Background: an optimization exercise with open tools, aiming at small area and a short achievable clock period. Do not read the settings as production practice. In this exercise RTL edits were held to simulation tests only and were not proved equivalent to the original. Power is estimated from default activity; no workload was simulated.

===== design/flow/design.v =====
module mem_responder #(
  parameter int WORDS   = 256,
  parameter int LATENCY = 3
) (
  input  logic        clk,
  input  logic        reset_n,
  input  logic        mem_read,
  input  logic        mem_write,
  input  logic [15:0] mem_address,
  input  logic [15:0] mem_wdata,
  input  logic [1:0]  mem_byte_enable,
  output logic [15:0] mem_rdata,
  output logic        mem_resp,
  output logic        mem_busy
);
  localparam int IW = $clog2(WORDS);
  localparam int CW = $clog2(LATENCY + 1);
  localparam logic [1:0] S_IDLE = 2'd0;
  localparam logic [1:0] S_WAIT = 2'd1;
  localparam logic [1:0] S_RESP = 2'd2;
  logic [1:0]    r_state;
  logic [CW-1:0] r_cnt;
  logic          r_wr;
  logic [IW-1:0] r_idx;
  logic [15:0]   r_wdata;
  logic [1:0]    r_be;
  logic [15:0]   r_rdata;
  logic [15:0]   r_mem [WORDS];
  logic [IW-1:0] w_idx;
  logic          w_req;
  logic          w_live;
  logic          w_unused;
  assign w_idx    = mem_address[IW:1];
  assign w_req    = mem_read | mem_write;
  assign w_live   = r_wr ? mem_write : mem_read;
  assign w_unused = ^mem_address;
  assign mem_rdata = r_rdata;
  assign mem_resp  = r_state == S_RESP;
  assign mem_busy  = r_state != S_IDLE;
  always_ff @(posedge clk or negedge reset_n) begin
    if (!reset_n) begin
      r_state <= S_IDLE;
      r_cnt   <= '0;
      r_wr    <= 1'b0;
      r_idx   <= '0;
      r_wdata <= '0;
      r_be    <= '0;
      r_rdata <= '0;
    end else begin
      case (r_state)
        S_IDLE: if (w_req) begin
          r_wr    <= mem_write;
          r_idx   <= w_idx;
          r_wdata <= mem_wdata;
          r_be    <= mem_byte_enable;
          r_cnt   <= CW'(LATENCY - 1);
          r_state <= (LATENCY == 1) ? S_RESP : S_WAIT;
          if (LATENCY == 1 && !mem_write) r_rdata <= r_mem[w_idx];
        end
        S_WAIT: if (!w_live) begin
          r_state <= S_IDLE;
        end else if (r_cnt == CW'(1)) begin
          r_state <= S_RESP;
          if (!r_wr) r_rdata <= r_mem[r_idx];
        end else begin
          r_cnt <= r_cnt - 1'b1;
        end
        default: r_state <= S_IDLE;
      endcase
    end
  end
  always_ff @(posedge clk) begin
    if (r_state == S_RESP && r_wr) begin
      if (r_be[0]) r_mem[r_idx][7:0]  <= r_wdata[7:0];
      if (r_be[1]) r_mem[r_idx][15:8] <= r_wdata[15:8];
    end
  end
endmodule

===== design/flow/run.sh =====
#!/bin/bash
# synth_recipe.tcl (not shown) runs the flow's synth.tcl, then flattens the netlist and writes it again
# the make line also repeats each setting of config.mk as NAME=value (left out here)
make -C /OpenROAD-flow-scripts/flow DESIGN_CONFIG=/design/flow/config.mk WORK_HOME=/design/flow/orfs CLKGATE_MAP_FILE= SYNTH_SCRIPT=/design/flow/synth_recipe.tcl finish

===== design/flow/config.mk =====
export PLATFORM = sky130hd
export DESIGN_NAME = mem_responder
export DESIGN_NICKNAME = mem_responder
export VERILOG_FILES = /design/flow/design.v
export SDC_FILE = /design/flow/constraint.sdc
export NUM_CORES = 4
export LEC_CHECK = 0
export CAP_MARGIN = 20
export CORE_MARGIN = 2
export CORE_UTILIZATION = 45
export SLEW_MARGIN = 20
export SYNTH_MEMORY_MAX_BITS = 8192

===== design/flow/constraint.sdc =====
create_clock -name core_clock -period 5.0 [get_ports {clk}]
set_input_delay 1.0000 -clock core_clock [delete_from_list [all_inputs] [get_ports {clk}]]
set_output_delay 1.0000 -clock core_clock [all_outputs]
set_load 0.01 [all_outputs]

==> results of run 1 <==
## power breakdown
| part | total, mW | internal [mW] | switching [mW] |
|---|---|---|---|
| Sequential | 45.7 | 43.7 | 2.04 |
| Combinational | 31.8 | 11.4 | 20.3 |
| Clock | 30.9 | 17.8 | 13.0 |
## logic make-up after synthesis
| family | after synthesis |
|---|---|
| buffers and inverters | 468 |
| AOI/OAI and AO/OA | 516 |
| muxes | 1373 |
| and+or+nand+nor | 1043 |
| adders and majority gates | 1 |
| DFF | 4143 |
## critical path, delay by kind of cell, from the launching register on
| kind | cells | cell delay, ns |
|---|---|---|
| compound gates | 2 | 0.22 |
| buf+inv | 3 | 0.98 |
| flops | 1 | 1.03 |
| mux | 2 | 0.87 |
| simple gates | 2 | 1.13 |
## path summary, 6_finish.rpt
path,start,endpoint,slack (ns),cells past startpoint
worst min-delay path,reset_n,r_wdata[7],0.43,2
worst max register to register,r_idx[0],r_rdata[15],0.52,9
worst max-delay path,r_idx[0],r_rdata[15],0.52,9
max in group asynchronous,reset_n,r_wdata[11],3.29,3
min in group core_clock,r_be[1],r_be[1],0.51,1
worst min register to register,r_be[1],r_be[1],0.51,1
## what timing repair did
item / in CTS / in global routing
hold buffers: 1 / 0
endpoints found under the setup margin: 0 / 0
endpoints found under the hold margin: 8 / 0
setup buffers: 0 / 0
resized for setup: 0 / 0
## metal layers
| layer | share of wire | GRT usage | wire [microns] |
|---|---|---|---|
| met1 | 0.40 | 0.339 | 176000 |
| met2 | 0.47 | 0.374 | 206000 |
| met3 | 0.090 | 0.0434 | 39000 |
| met4 | 0.034 | 0.0767 | 14600 |
| met5 | 0.00018 | 0 | 79 |
## state kept, by name (all words and copies together) (netlist names)
| name | cells |
|---|---|
| r_rdata | 16 |
| r_cnt | 2 |
| r_idx | 8 |
| r_mem | 4096 |
| r_wr | 1 |
| r_wdata | 16 |
| r_be | 2 |
| r_state | 2 |
## cell usage after synthesis (all sizes together) (38+ instances only)
cell type	count
mux2	79
a31oi	38
mux2i	308
nor2	564
mux4	986
a21oi	83
nand2	295
a22oi	75
dfrtp	47
a32oi	63
buf	282
o21ai	82
edfxtp	4096
nand3	84
clkbuf	177
## area by class of cell
type	count	area, sq um
fill	27900	173000
clock inverter	241	2370
multi-input combinational	2933	34300
clock buffer	517	11000
antenna	9	22.5
timing repair buffer	521	4750
sequential	4143	124000
tap	4751	5940
inverter	9	48.8
## cells in the final DEF (no fill, tap or decap), types with 8 or more instances in the layout
cell type,synthesis,final
a211oi_1,13,13
nor4_1,9,8
o22a_1,14,14
edfxtp_1,4096,4096
o21ai_0,82,82
nand3_1,84,72
dfrtp_1,47,23
clkbuf_8,0,12
nor2b_1,14,9
nand3_2,0,12
a22oi_1,75,75
nor3_1,18,14
buf_4,82,416
clkinv_2,0,79
nor2_1,563,559
clkdlybuf4s50_1,0,46
mux2_2,79,79
clkinvlp_4,0,9
and3_1,16,16
nand2_1,295,294
diode_2,0,9
mux2i_1,308,308
bufinv_16,0,44
dfrtp_4,0,22
a2111oi_0,11,10
a22o_1,13,13
o32ai_1,10,10
a32oi_1,63,63
a31oi_1,38,38
clkbuf_16,0,420
mux4_2,986,986
o22ai_1,32,32
a221oi_1,16,16
clkbuf_1,177,85
a21oi_1,83,83
buf_12,0,58
a32o_1,11,11
clkinv_1,2,92
==> flow_summary.json, run 1 <==
{
  "dieArea_sq_um": 362000,
  "grt_pass1_wl_microns": 613000,
  "fin_nets": 8059,
  "min_period_ns": 4.48,
  "final_core_util": 0.514,
  "vdd.ir_drop.worst_mv": 0.517,
  "h-tree-depth": 5,
  "finalSetupTns_ns": 0,
  "netlist_instances": 7544,
  "synth_enable_flop_cells": 4096,
  "status": "timing/DRC/antenna clean",
  "synth_fa_ha_area_frac": 0.0000778,
  "grt_usage": 0.238,
  "slew_viol_final": 0,
  "fmax_mhz": 223,
  "dpl_cell_area_sq_um": 169000,
  "stdcell_area_sq_um": 183000,
  "clk_latency_ns": 0.97,
  "placementRows": 219,
  "grt_pass1_vias": 80400,
  "die_w_microns": 602,
  "grt_max_degree": 205,
  "drt-total-wl_microns": 436000,
  "synth_top_area_share": 0.765,
  "postRouteAntennaNets": 0,
  "cts_tree": "built",
  "rsz0062_at_grt": "false",
  "ys_warn_count": 1,
  "worst_slack_ns": 0.523,
  "synth_top_family_by_area": "multiplexers",
  "synthXorXnorAreaFrac": 0,
  "wire_per_inst_microns": 33.2,
  "synth-simple-area-share": 0.0268,
  "area_delta_synth_final_pct": 13.6,
  "whs_ns": 0.428,
  "initial_core_util": 0.452,
  "finalSetupViolCount": 0,
  "ys_types": 69,
  "synth_seq_area_share": 0.772,
  "routed_via_density": 6.13,
  "endpoint_kind": "register",
  "ys_ff_latch": 4143,
  "cp_cell_sequence": "buf_12 > buf_4 > mux4_2 > mux2i_1 > a22oi_1 > and3_1 > nor4_2 > buf_4 > o221ai_1",
  "clockBufferDepth": 4,
  "path_max_fanout": 33,
  "drive_gt1_frac": 0.261,
  "synth.avg_cell_area_sq_um": 21.3,
  "synth.mux.area_fraction": 0.163,
  "slowest_delay_ns": 1.03,
  "finClkSkew_ns": 0.0314,
  "synth_ff_type": "edfxtp_1",
  "dr.pass1.iters": 16,
  "path_clk_slew_ns": 0.06,
  "post-synth-top-area-cell": "edfxtp_1",
  "drv_cap": 0,
  "numClockSinks": 4143,
  "start_kind": "register",
  "synthTopCellsByArea": "edfxtp_1 (76%), mux4_2 (14%), mux2i_1 (1.9%)",
  "drc": 0,
  "coreArea_sq_um": 356000,
  "finalHoldViolCount": 0,
  "gp_congestion": 0.831,
  "cts_buffers": 412,
  "worstMarginPinSlew_ns": 1.20,
  "cp.arrival_ns": 5.29,
  "min_path_type": "input port to asynchronous set/reset pin",
  "leakagePower_nw": 57.1,
  "synth_nets": 7583,
  "crit_top_cell": "buf_4",
  "grt-ovfl-total": 0,
  "netlist_area_sq_um": 161000,
  "cpMaxStageDelayCell": "dfrtp_4",
  "pre_cts_ws_ns": 0.521,
  "drt_iter0_drc": 10900,
  "hpwlAfterDp_microns": 268000,
  "synth-compound-area-share": 0.0226,
  "power-per-cell-area_nw_per_um2": 593,
  "die_h_microns": 602,
  "ys_async_sr_fraction": 0.0113,
  "fin_crit_sh": 0.895,
  "stdcell_count": 13100,
  "criticalPathCategory": "register to register",
  "num_io_pins": 56,
  "cts_root_buf": "clkbuf_16",
  "power_mw": 108,
  "required_ns": 5.81,
  "numPortBuffers": 47,
  "relSlewSlack": 0.199,
  "dp.cells": 12400,
  "antenna_found_initial": 28,
  "vias": 80500
}
==> inputs of run 2 (changes only) <==
==> design/flow/design.v (replaced) <==
module mem_responder (
  input  logic        clk,
  input  logic        reset_n,
  input  logic        mem_read,
  input  logic        mem_write,
  input  logic [15:0] mem_address,
  input  logic [15:0] mem_wdata,
  input  logic [1:0]  mem_byte_enable,
  output logic [15:0] mem_rdata,
  output logic        mem_resp,
  output logic        mem_busy
);
  localparam int NR = 64;
  logic        r_busy, r_resp, r_w1;
  logic        r_wr;
  logic [7:0]  r_idx;
  logic [15:0] r_wdata;
  logic [1:0]  r_be;
  logic [15:0] r_rdata;
  logic [1:0]  r_ph;
  logic [7:0]  p_idx;
  logic [15:0] p_data;
  logic [1:0]  p_be;
  logic [15:0] r_m0 [NR];
  logic [15:0] r_m1 [NR];
  logic [15:0] r_m2 [NR];
  logic [15:0] r_m3 [NR];
  logic        w_live;
  logic        w_wait2;
  logic        w_ins_ph;
  logic [1:0]  w_rs;
  logic        w_rvalid;
  logic [15:0] w_rd0, w_rd2, w_rsel, w_rfwd;
  logic        w_hit;
  assign mem_busy  = r_busy;
  assign mem_resp  = r_resp;
  assign mem_rdata = r_rdata;
  assign w_live  = r_wr ? mem_write : mem_read;
  assign w_wait2 = r_busy & ~r_w1 & ~r_resp;
  always_ff @(posedge clk or negedge reset_n) begin
    if (!reset_n) begin
      r_busy <= 1'b0;
      r_resp <= 1'b0;
    end else begin
      r_busy <= r_busy ? (~r_resp & w_live) : (mem_read | mem_write);
      r_resp <= w_wait2 & w_live;
    end
  end
  always_ff @(posedge clk) begin
    r_w1 <= ~r_busy;
    if (!r_busy) begin
      r_wr    <= mem_write;
      r_idx   <= mem_address[8:1];
      r_wdata <= mem_wdata;
      r_be    <= mem_byte_enable;
    end
  end
  always_ff @(posedge clk) begin
    r_ph <= r_ph + 2'd1;
    if (r_resp && r_wr) begin
      p_idx  <= r_idx;
      p_data <= r_wdata;
      p_be   <= r_be;
    end
  end
  assign w_ins_ph = (p_idx[1:0] + r_ph) == 2'd3;
  always_ff @(posedge clk) begin
    for (int r = 0; r < NR; r++) begin
      r_m1[r] <= r_m0[r];
      r_m2[r] <= r_m1[r];
      r_m3[r] <= r_m2[r];
      r_m0[r][7:0]  <= (w_ins_ph && p_idx[7:2] == 6'(r) && p_be[0]) ? p_data[7:0]  : r_m3[r][7:0];
      r_m0[r][15:8] <= (w_ins_ph && p_idx[7:2] == 6'(r) && p_be[1]) ? p_data[15:8] : r_m3[r][15:8];
    end
  end
  assign w_rs     = r_idx[1:0] + r_ph;
  assign w_rvalid = ~w_rs[0];
  assign w_rd0    = r_m0[r_idx[7:2]];
  assign w_rd2    = r_m2[r_idx[7:2]];
  assign w_rsel   = w_rs[1] ? w_rd2 : w_rd0;
  assign w_hit    = p_idx == r_idx;
  assign w_rfwd[7:0]  = (w_hit && p_be[0]) ? p_data[7:0]  : w_rsel[7:0];
  assign w_rfwd[15:8] = (w_hit && p_be[1]) ? p_data[15:8] : w_rsel[15:8];
  always_ff @(posedge clk) begin
    if (w_rvalid) r_rdata <= w_rfwd;
  end
endmodule
==> run 2 against run 1 <==
Still clean on timing, DRC and antenna. Die area is 31% lower. Register-to-register slack worse by 0.02 ns. Power is 38% lower. First-iteration DRC count is 5.4% higher. Sequential share of layout area is 3.7 points lower. Non-clock buffer count is 106 lower. Clock power is 2% lower. Synthesized area is 31% lower. Clock-buffer cell count is 53 higher.
==> flow_summary.json, run 2 <==
{
  "gp_congestion": 0.956,
  "worstMarginPinSlew_ns": 1.27,
  "clockBufferDepth": 4,
  "numClockSinks": 4170,
  "cts_root_buf": "clkbuf_16",
  "layout_common_cells": "dfxtp_1 (4099), mux2_2 (1037), a22oi_1 (698)",
  "postRouteAntennaNets": 0,
  "yosysMostFrequentCell": "dfxtp_1",
  "finalHoldViolCount": 0,
  "synth_seq_area_share": 0.760,
  "final_common_cell": "dfxtp_1",
  "netlist_instances": 7520,
  "fin_nets": 8012,
  "endpoint_kind": "register",
  "finalSetupViolCount": 0,
  "dr.pass1.iters": 9,
  "synth_enable_flop_cells": 69,
  "wire_per_inst_microns": 38.8,
  "ys_warn_count": 5,
  "grt_pass1_wl_microns": 587000,
  "post-cts-setup-buffer-count": 0,
  "leakagePower_nw": 52.4,
  "area_delta_synth_final_pct": 18.1,
  "synth_top_area_share": 0.740,
  "die_w_microns": 500,
  "coreArea_sq_um": 245000,
  "drc": 0,
  "grt_pass1_vias": 65900,
  "required_ns": 5.73,
  "start_kind": "register",
  "num-fill-cells": 20100,
  "cts_buffers": 390,
  "synthTopCellsByArea": "dfxtp_1 (74%), mux2_2 (11%), a22oi_1 (4.7%)",
  "ys_types": 80,
  "clk_latency_ns": 1.01,
  "grt-ovfl-total": 0,
  "fmax_mhz": 222,
  "numPortBuffers": 47,
  "netlist_area_sq_um": 111000,
  "relSlewSlack": 0.144,
  "cts_resized": 0,
  "min_path_type": "input port to asynchronous set/reset pin",
  "routed_via_density": 6.01,
  "power-per-cell-area_nw_per_um2": 515,
  "rsz0062_at_grt": "false",
  "slew_viol_final": 0,
  "dieArea_sq_um": 250000,
  "final_core_util": 0.533,
  "h-tree-depth": 5,
  "drive_gt1_frac": 0.267,
  "synth.avg_cell_area_sq_um": 14.7,
  "fin_crit_sh": 0.899,
  "path_max_fanout": 14,
  "status": "timing/DRC/antenna clean",
  "synth_ff_type": "dfxtp_1",
  "ys_ff_latch": 4170,
  "stdcell_area_sq_um": 131000,
  "drv_cap": 0,
  "drt-total-wl_microns": 448000,
  "dpl_cell_area_sq_um": 118000,
  "drt_iter0_drc": 11500,
  "num_io_pins": 56,
  "finClkSkew_ns": 0.0710,
  "finalSetupTns_ns": 0,
  "antenna_found_initial": 58,
  "post-synth-top-area-cell": "dfxtp_1",
  "vdd.ir_drop.worst_mv": 0.416,
  "path_clk_slew_ns": 0.06,
  "hpwlAfterDp_microns": 286000,
  "synth_common_cells": "dfxtp_1 (4099), mux2_2 (1037), a22oi_1 (698)",
  "cts_hold_buf": 0,
  "min_period_ns": 4.49,
  "placementRows": 182,
  "criticalPathCategory": "register to register",
  "grt_max_degree": 66,
  "cp.arrival_ns": 5.23,
  "grt_usage": 0.348,
  "ys_async_sr_fraction": 0.000480,
  "die_h_microns": 500,
  "synth_nets": 7560,
  "vias": 69400,
  "cts_tree": "built",
  "initial_core_util": 0.451
}
[run 2: changes by cell type after synthesis, moves of 444 or more]
cell / before / now
nor2_1: 563 / 119
mux2_2: 79 / 1037
a22oi_1: 75 / 698
edfxtp_1: 4096 / 69
mux4_2: 986 / 0
dfxtp_1: 0 / 4099
[run 2: cells by family (layout without fill, tap and decap cells)]
logic type,count (synthesis),in the layout,synth area share
multiplexers,1086,1086,0.110
AND/OR/NAND/NOR,844,844,0.0421
buffers and inverters,365,1118,0.0154
XOR/XNOR,13,13,0.00103
AO/OA/AOI/OAI,1040,1040,0.0718
flip-flops,4170,4170,0.760
adder cells (fa/ha/maj),2,2,0.000226
other,0,40,0
[run 2: layout make-up]
class | count | area, sq um | area share
inverters | 10 | 38.8 | 0.000296
clock inverters | 123 | 1520 | 0.0116
clock buffers | 570 | 11500 | 0.0882
well taps | 3220 | 4030 | 0.0308
flip-flops and latches | 4170 | 84200 | 0.643
repair buffers | 415 | 3740 | 0.0286
multi-input cells | 2985 | 25700 | 0.196
diodes | 40 | 100 | 0.000765
[run 2: routing by layer]
layer	track usage	vias up	share of wire
met5	0	-	0.00027
met4	0.227	18	0.078
met3	0.0892	1290	0.11
met2	0.494	4997	0.41
met1	0.468	35300	0.40
li1	-	27800	-
[run 2: worst max-delay path: stages (launching register included)]
cell and delay [ns]:
edfxtp_1 0.71, buf_4 0.39, or2_2 0.18, buf_4 0.39, nor2_4 0.08, buf_4 0.30, a2111oi_0 0.92, nand3_1 0.26
nor4_1 0.51, and4_1 0.33, o211ai_1 0.09
[run 2: worst paths after layout]
check	start	cells after the start	slack, ns	to
min in group core_clock	r_m1[45][12]	0	0.28	r_m2[45][12]
worst max register to register	r_idx[7]	10	0.51	r_rdata[9]
max in group asynchronous	reset_n	1	4.66	r_resp
worst min-delay path	reset_n	1	0.22	r_busy
worst min register to register	r_m1[45][12]	0	0.28	r_m2[45][12]
worst max-delay path	r_idx[7]	10	0.51	r_rdata[9]
[run 2: through the flow]
step                worst slack (ns)  hold slack [ns]  power (mW)  cells
floorplan                       2.40            0.310        35.9   7520
global placement               0.735            0.310        37.6  10800
detailed placement             0.671            0.312        37.7  10800
CTS                            0.625            0.181        67.2  11500
global route                   0.493            0.194        68.7  11500
finish                         0.505            0.219        67.4  11500
[run 2: power breakdown]
part / total, mW / switching, mW / internal [mW] / leakage, nW
Combinational: 2.74 / 2.15 / 0.588 / 12.2
Sequential: 34.4 / 0.378 / 34.0 / 33.8
Clock: 30.3 / 12.6 / 17.7 / 6.45
==> inputs of run 3 (changes only) <==
--- a/design/flow/design.v
+++ b/design/flow/design.v
@@ -14,6 +14,7 @@
   logic        r_busy, r_resp, r_w1;
   logic        r_wr;
   logic [7:0]  r_idx;
+  logic [NR-1:0] r_roh;    
   logic [15:0] r_wdata;
   logic [1:0]  r_be;
   logic [15:0] r_rdata;
@@ -21,13 +22,17 @@
   logic [7:0]  p_idx;
   logic [15:0] p_data;
   logic [1:0]  p_be;
+  logic [7:0]  p_hi, p_lo;   
+  logic [1:0]  r_ins;        
+  logic [15:0] r_rs;         
   logic [15:0] r_m0 [NR];
   logic [15:0] r_m1 [NR];
   logic [15:0] r_m2 [NR];
   logic [15:0] r_m3 [NR];
   logic        w_live;
   logic        w_wait2;
-  logic        w_ins_ph;
+  logic [7:0]  w_np_idx;
+  logic [1:0]  w_np_be;
   logic [1:0]  w_rs;
   logic        w_rvalid;
   logic [15:0] w_rd0, w_rd2, w_rsel, w_rfwd;
@@ -51,37 +56,51 @@
     if (!r_busy) begin
       r_wr    <= mem_write;
       r_idx   <= mem_address[8:1];
+      for (int r = 0; r < NR; r++) r_roh[r] <= mem_address[8:3] == 6'(r);
       r_wdata <= mem_wdata;
       r_be    <= mem_byte_enable;
     end
   end
+  assign w_np_idx = (r_resp && r_wr) ? r_idx : p_idx;
+  assign w_np_be  = (r_resp && r_wr) ? r_be : p_be;
   always_ff @(posedge clk) begin
     r_ph <= r_ph + 2'd1;
     if (r_resp && r_wr) begin
       p_idx  <= r_idx;
       p_data <= r_wdata;
       p_be   <= r_be;
+      for (int i = 0; i < 8; i++) begin
+        p_hi[i] <= r_idx[7:5] == 3'(i);
+        p_lo[i] <= r_idx[4:2] == 3'(i);
+      end
     end
+    r_ins <= ((w_np_idx[1:0] + r_ph + 2'd1) == 2'd3) ? w_np_be : 2'b00;
   end
-  assign w_ins_ph = (p_idx[1:0] + r_ph) == 2'd3;
   always_ff @(posedge clk) begin
     for (int r = 0; r < NR; r++) begin
       r_m1[r] <= r_m0[r];
       r_m2[r] <= r_m1[r];
       r_m3[r] <= r_m2[r];
-      r_m0[r][7:0]  <= (w_ins_ph && p_idx[7:2] == 6'(r) && p_be[0]) ? p_data[7:0]  : r_m3[r][7:0];
-      r_m0[r][15:8] <= (w_ins_ph && p_idx[7:2] == 6'(r) && p_be[1]) ? p_data[15:8] : r_m3[r][15:8];
+      r_m0[r][7:0]  <= (p_hi[r/8] && p_lo[r%8] && r_ins[0]) ? p_data[7:0]  : r_m3[r][7:0];
+      r_m0[r][15:8] <= (p_hi[r/8] && p_lo[r%8] && r_ins[1]) ? p_data[15:8] : r_m3[r][15:8];
     end
   end
   assign w_rs     = r_idx[1:0] + r_ph;
   assign w_rvalid = ~w_rs[0];
-  assign w_rd0    = r_m0[r_idx[7:2]];
-  assign w_rd2    = r_m2[r_idx[7:2]];
+  always_comb begin
+    w_rd0 = '0;
+    w_rd2 = '0;
+    for (int r = 0; r < NR; r++) begin
+      w_rd0 |= {16{r_roh[r]}} & r_m0[r];
+      w_rd2 |= {16{r_roh[r]}} & r_m2[r];
+    end
+  end
   assign w_rsel   = w_rs[1] ? w_rd2 : w_rd0;
   assign w_hit    = p_idx == r_idx;
   assign w_rfwd[7:0]  = (w_hit && p_be[0]) ? p_data[7:0]  : w_rsel[7:0];
   assign w_rfwd[15:8] = (w_hit && p_be[1]) ? p_data[15:8] : w_rsel[15:8];
   always_ff @(posedge clk) begin
-    if (w_rvalid) r_rdata <= w_rfwd;
+    r_rs    <= w_rfwd;
+    r_rdata <= w_rvalid ? w_rfwd : r_rs;
   end
 endmodule
--- a/design/flow/config.mk
+++ b/design/flow/config.mk
@@ -5,8 +5,12 @@
 export SDC_FILE = /design/flow/constraint.sdc
 export NUM_CORES = 4
 export LEC_CHECK = 0
+export ABC_CLOCK_PERIOD_IN_PS = 2000
 export CAP_MARGIN = 20
 export CORE_MARGIN = 2
-export CORE_UTILIZATION = 45
+export CORE_UTILIZATION = 60
+export CTS_CLUSTER_DIAMETER = 100
+export CTS_CLUSTER_SIZE = 30
+export SETUP_SLACK_MARGIN = 2.3
 export SLEW_MARGIN = 20
 export SYNTH_MEMORY_MAX_BITS = 8192
==> run 3 against run 2 <==
Largest cell class unchanged. Clock-buffer cell count fell by 379. Synthesized area rose by 0.78%. Still clean on timing, DRC and antenna. Final cell count fell by 14%.
==> flow_summary.json, run 3 <==
{
  "status": "timing/DRC/antenna clean",
  "h-tree-depth": 4,
  "synth_enable_flop_cells": 129,
  "fin_nets": 7395,
  "cts_root_buf": "clkbuf_16",
  "grt_usage": 0.403,
  "cp-startpoint": "r_idx[0]",
  "grt_pass1_wl_microns": 516000,
  "post-synth-top-area-cell": "dfxtp_1",
  "drive_gt1_frac": 0.204,
  "coreArea_sq_um": 185000,
  "worst_slack_ns": 2.22,
  "stdcell_area_sq_um": 120000,
  "criticalPathCategory": "register to register",
  "slew_viol_final": 0,
  "endpoint_kind": "register",
  "grt-ovfl-total": 0,
  "drv_cap": 0,
  "ys_ff_latch": 4268,
  "power_frac_clock": 0.188,
  "die_h_microns": 435,
  "wire_per_inst_microns": 39.6,
  "synth-simple-area-share": 0.0254,
  "netlist_instances": 7274,
  "dr.pass1.iters": 6,
  "final_core_util": 0.649,
  "path_max_fanout": 12,
  "r2r_slack_ns": 2.22,
  "num_io_pins": 56,
  "synthTopCellsByArea": "dfxtp_1 (74%), mux2_2 (10%), edfxtp_1 (3.5%)",
  "worstMarginPinSlew_ns": 1.24,
  "drt-total-wl_microns": 391000,
  "synth_fa_ha_area_frac": 0.000224,
  "drc": 0,
  "gp_congestion": 0.890,
  "dieArea_sq_um": 190000,
  "numClockSinks": 4268,
  "layout_common_cells": "dfxtp_1 (4130), mux2_2 (1025), a22o_1 (384)",
  "grt_busiest_layer": "met1",
  "synth_top_area_share": 0.742,
  "final_common_cell": "dfxtp_1",
  "cts_buffers": 160,
  "met1_usage": 0.590,
  "placementRows": 158,
  "synth.avg_cell_area_sq_um": 15.4,
  "initial_core_util": 0.603,
  "area_delta_synth_final_pct": 7.71,
  "hpwlAfterDp_microns": 230000,
  "dpl_cell_area_sq_um": 116000,
  "synth_nets": 7314,
  "r2r_start": "r_idx[0]",
  "drt_iter0_drc": 10100,
  "power_mw": 86.4,
  "postRouteAntennaNets": 0,
  "clk_latency_ns": 0.89,
  "grt_use_met2": 0.580,
  "finClkSkew_ns": 0.0308,
  "cts_tree": "built",
  "clockBufferDepth": 3,
  "combinationalPowerShare": 0.174,
  "routed_via_density": 6.42,
  "grt_pass1_vias": 59800,
  "path_clk_slew_ns": 0.11,
  "yosysMostFrequentCell": "dfxtp_1",
  "numPortBuffers": 47,
  "rr_worst_depth": 6,
  "vdd.ir_drop.worst_mv": 0.487,
  "antenna_found_initial": 48,
  "leakagePower_nw": 47.6,
  "p_switching_mw": 25.3,
  "synth_ff_type": "dfxtp_1",
  "intPower_mw": 61.0,
  "synth.mux.area_fraction": 0.104,
  "ys_warn_count": 5,
  "ys_types": 37,
  "relSlewSlack": 0.174,
  "use_met3": 0.0994,
  "pre_cts_ws_ns": 1.98,
  "finalHoldViolCount": 0,
  "die_w_microns": 435,
  "min_path_type": "input port to asynchronous set/reset pin",
  "synthXorXnorAreaFrac": 0.00117,
  "grt_max_degree": 67,
  "netlist_area_sq_um": 112000,
  "power_frac_seq": 0.638,
  "synth-compound-area-share": 0.0806,
  "finalSetupTns_ns": 0,
  "cts_hold_buf": 0,
  "fmax_mhz": 360,
  "cp.arrival_ns": 3.53,
  "required_ns": 5.75,
  "min_period_ns": 2.78,
  "fin_crit_sh": 0.556,
  "ys_async_sr_fraction": 0.000469,
  "p_sw_frac": 0.293,
  "start_kind": "register",
  "synth_top_family_by_area": "multiplexers",
  "finalSetupViolCount": 0,
  "rsz0062_at_grt": "false",
  "synth_seq_area_share": 0.777,
  "rr_endpoint": "r_rdata[13]",
  "power-per-cell-area_nw_per_um2": 718,
  "synth_common_cells": "dfxtp_1 (4137), mux2_2 (1025), a221oi_1 (384), a22o_1 (384), clkbuf_1 (343)",
  "vias": 63500
}
-- run 3: cell types whose count changed after synthesis, sizes merged, moves of 47 or more --
| cell | previous run | this run |
|---|---|---|
| a21oi | 50 | 0 |
| a221oi | 51 | 384 |
| a22o | 68 | 384 |
| a22oi | 698 | 256 |
| and3 | 108 | 2 |
| buf | 145 | 16 |
| clkbuf | 210 | 343 |
| edfxtp | 69 | 129 |
| mux2i | 49 | 2 |
| nand3 | 63 | 6 |
| nor2 | 179 | 69 |
-- run 3: logic make-up (layout without fill, tap and decap cells) --
group | after synthesis | count (layout)
DFF | 4268 | 4268
AOI/OAI and AO/OA | 1075 | 1075
muxes | 1027 | 1027
and+or+nand+nor | 522 | 522
buffers and inverters | 366 | 481
xor gates and xnor gates | 14 | 14
adders and majority gates | 2 | 2
other | 0 | 8
-- run 3: cell type report --
| type | count | area, sq um |
|---|---|---|
| multi-input cells | 2640 | 23700 |
| clock inverters | 5 | 65.1 |
| flip-flops and latches | 4268 | 86800 |
| inverters | 7 | 30.0 |
| repair buffers | 278 | 2250 |
| fillers | 13700 | 64900 |
| well taps | 2480 | 3100 |
| clock buffers | 191 | 4310 |
| diodes | 8 | 20.0 |
-- run 3: repair_timing --
item,in CTS,in global routing
resized for setup,40,12
setup buffers,15,0
endpoints found under the setup margin,50,15
gates cloned,0,0
-- run 3: worst max path at each step --
stage	endpoint	slack (ns)
6_report	r_rdata[13]	2.22
5_1_grt	r_rs[0]	2.30
4_1_cts	mem_rdata[12]	2.11
3_5_place_dp	r_rdata[15]	1.98
3_3_place_gp	r_rdata[15]	1.99
2_1_floorplan	r_be[0]	2.34
-- run 3: stage by stage --
stage,cells,hold WS (ns)
floorplan,7274,0.310
global placement,9654,0.309
detailed placement,9657,0.312
CTS,9868,0.233
global route,9869,0.252
finish,9877,0.276
-- run 3: power groups by stage --
| stage | combinational [mW] | sequential (mW) | clock, mW |
|---|---|---|---|
| floorplan | 8.57 | 52.7 | 0 |
| global placement | 14.2 | 55.0 | 0 |
| detailed placement | 14.3 | 55.4 | 0 |
| CTS | 14.6 | 54.7 | 16.2 |
| global route | 15.3 | 56.1 | 17.4 |
| finish | 15.0 | 55.1 | 16.2 |
-- run 3: routing by layer --
layer | vias to the layer above | share of wire
met1 | 32900 | 0.43
li1 | 26100 | -
met5 | - | 0.000054
met3 | 641 | 0.11
met4 | 4 | 0.041
met2 | 3798 | 0.42
-- run 3: worst max-delay path: stages (launching register included) --
cell,delay [ns]
edfxtp_1,0.46
ha_2,0.79
buf_4,0.53
inv_1,0.12
buf_4,0.35
a31oi_1,0.25
o31ai_1,0.12

## static timing again, ports no longer ideal
No port has a modelled driver above. Below, the same layouts with a new extraction and two added sets of constraints.
Step 1 assumes that a clkbuf_16 drives the clock port and a buf_2 every other input.
Step 2 moves the port delays by t, midway between the first and last clock arrival at a register: inputs arrive t later, outputs are due t later. That takes back most of the time a late clock gives input paths.
a / b / c = ideal ports / drivers / drivers and shift; a / b = the first two.
| run | t (ns) | slack for setup (ns) | worst register clock-pin slew, ns | cell pins on the clock port's net |
|---|---|---|---|---|
| run 1 | 1.047 | 0.523 / 0.523 / 0.523 | 0.07 / 0.07 | 1 |
| run 2 | 1.071 | 0.505 / 0.505 / 0.505 | 0.07 / 0.07 | 1 |
| run 3 | 0.968 | 2.222 / 2.222 / 2.208 | 0.12 / 0.12 | 1 |
After both steps setup and hold are still met in every run listed. The setup slack of run 3, which loses most, moves by 0.000 ns with the drivers and by -0.014 ns with both steps.
